Context: an optimization exercise on an open-source flow, tuned for small area and a short achievable clock period. The choices shown serve that exercise and are no tape-out recipe.
Function was checked by simulation only, so behaviour that the tests miss may differ from the original.
The clock input has no modelled driver; a real chip could not lean on it and would need a root buffer or a full tree.
Power and IR drop assume default switching activity.

==> branch yarrow <==
Design doubling_adder_top, start of the top module:
module doubling_adder_top (
  input  logic                  clk,
  input  logic                  arst_n,
  input  logic                  in_valid,
  input  logic [64-1:0] a,
  input  logic [64-1:0] b,
  input  logic                  cin,
  output logic [64:0]   sum,
  output logic                  out_valid
);
export LEC_CHECK = 0
export CAP_MARGIN = 20
export CORE_MARGIN = 2
export CORE_UTILIZATION = 65
export HOLD_SLACK_MARGIN = 0.05
export PLACE_DENSITY = 0.72
export SETUP_SLACK_MARGIN = 1.72
export SLEW_MARGIN = 20
export SYNTH_HIERARCHICAL = 1
export SYNTH_MINIMUM_KEEP_SIZE = 0
export TNS_END_PERCENT = 10
create_clock -name core_clock -period 3.2 [get_ports {clk}]
standard.sh (not shown) runs the stock make flow with config.mk's settings and CLKGATE_MAP_FILE= SYNTH_SCRIPT=/design/flow/synth_recipe.tcl, a recipe that flattens the netlist after the stock synthesis.
==> flow/flow/run.sh <==
#!/bin/bash
# Layout flow: the standard flow (standard.sh, unchanged synthesis) with
#  - the port buffers of buffer_ports set to the smallest buffer, which
#    repair_timing then sizes up where timing needs it (every port still gets
#    its own buffer);
#  - a small balanced clock tree (cts_tree.tcl) in place of TritonCTS: the clock
#    port drives four clock inverters, each driving two leaf clock inverters,
#    each leaf driving an eighth of the flip-flops (two inversions on every
#    path, so each acts as a buffer).
set -euo pipefail
HERE=$(cd "$(dirname "$0")" && pwd)
bash standard.sh finish BUFFER_PORTS_ARGS="-buffer_cell sky130_fd_sc_hd__buf_1" \
  PRE_CTS_TCL="$HERE/cts_tree.tcl" CTS_TOP_BUFS=4 CTS_LEAF_BUFS=2 \
  CTS_TOP_CELL=sky130_fd_sc_hd__clkinv_2 CTS_LEAF_CELL=sky130_fd_sc_hd__clkinv_8 \
  > standard_flow.log 2>&1
Other scripts of this flow, unchanged in this note and not shown: flow/flow/cts_tree.tcl
==> branch ember: changes against branch yarrow <==
--- a/flow/config.mk
+++ b/flow/config.mk
@@ -7,11 +7,10 @@
 export LEC_CHECK = 0
 export CAP_MARGIN = 20
 export CORE_MARGIN = 2
-export CORE_UTILIZATION = 65
+export CORE_UTILIZATION = 60
 export HOLD_SLACK_MARGIN = 0.05
 export PLACE_DENSITY = 0.72
 export SETUP_SLACK_MARGIN = 1.72
 export SLEW_MARGIN = 20
 export SYNTH_HIERARCHICAL = 1
 export SYNTH_MINIMUM_KEEP_SIZE = 0
-export TNS_END_PERCENT = 10
==> summary of the runs <==
- Against branch ember, the maximum frequency of branch yarrow is smaller by 1.1%.
- Cell count: branch ember is higher than branch yarrow (3.4%).
- Against branch ember, the register-to-register slack of branch yarrow is lower by 0.08 ns.
- Between branch yarrow and branch ember, the lower clock skew is in branch yarrow (gap 0.0033 ns).
- Of branch ember and branch yarrow, branch ember has the higher clock power (gap about 2%, measured against branch yarrow).
- Die area: branch yarrow is lower than branch ember (7.4%).
- In branch yarrow the final area is lower than in branch ember, by 3.2%.
- In via count, branch yarrow and branch ember hardly differ.
- Against branch ember, the first-iteration DRC count of branch yarrow is smaller by about 11%.
- Synthesized area is the same in branch yarrow and branch ember.
==> figures <==
|  | branch yarrow | branch ember |
|---|---|---|
| Status | no timing/DRC/antenna violations | no timing/DRC/antenna violations |
| Detailed Route WL | 17.0 mm | 17.5 mm |
| Number of buffer and inverter instances along the worst setup path | 0 | 1 |
| Launching point of the worst reg2reg path | gn_q[1] | gn_q[0] |
| Total routed wire length on the met1 layer | 7.40 mm | 7.78 mm |
| Met3 WL post-DR | 940 um | 914 um |
| Internal Dissipation | 2.94 mW | 3.03 mW |
| Clock group share of total power | 16.1% | 16.0% |
| Chip Width | 115 um | 120 um |
| Capturing element type of the critical path | flip-flop | primary output |
| PnR Total Power | 4.59 mW | 4.71 mW |
| Final Wtd Congestion | 0.912 | 0.893 |
| Post-CTS Setup Inserts | 0 | 2 |
| Fraction of power spent switching nets | 35.9% | 35.7% |
| Final std cells w/o fill | 1293 | 1337 |
| Met3 usage | 3.53% | 2.42% |
| Well-tap cell count | 147 | 176 |
| Setup ws final | 1.73 ns | 1.74 ns |
| Combinational share of power | 30.5% | 32.1% |
| Layout-to-synthesis area ratio | 1.146x | 1.184x |
| Core area | 12000 sq um | 13100 sq um |
| Number of nets in the final layout | 1280 | 1295 |
No run of this note takes its clock network from TritonCTS; it comes from the design's own scripts or RTL.

[separate check: timing with driven ports]
In the flow no input, the clock included, has a driving cell. The finished layouts below were timed again as built, in two steps.
Step 1 assumes that a clkbuf_16 drives the clock port and a buf_2 every other input.
Step 2 times the ports against the registers' clock, not the clock port: input delays grow and output delays shrink by t, the midpoint of the rising clock arrivals with the driver on.
Slacks: no drivers / after step 1 / after step 2; pairs: no drivers / after step 1.
run | t, ns | setup WS [ns] | worst setup path after step 2 | latest minus earliest clock arrival (ns) | worst register clock-pin slew, ns
branch yarrow | 0.338 | 1.728 / 1.654 / 1.448 | input to register | 0.011 / 0.011 | 0.08 / 0.08
branch ember | 0.337 | 1.744 / 1.666 / 1.479 | input to register | 0.014 / 0.013 | 0.09 / 0.09
After both steps setup and hold are still met in every run listed. For branch yarrow, which loses most, drivers alone change the setup slack by -0.074 ns; drivers and shift together by -0.280 ns.
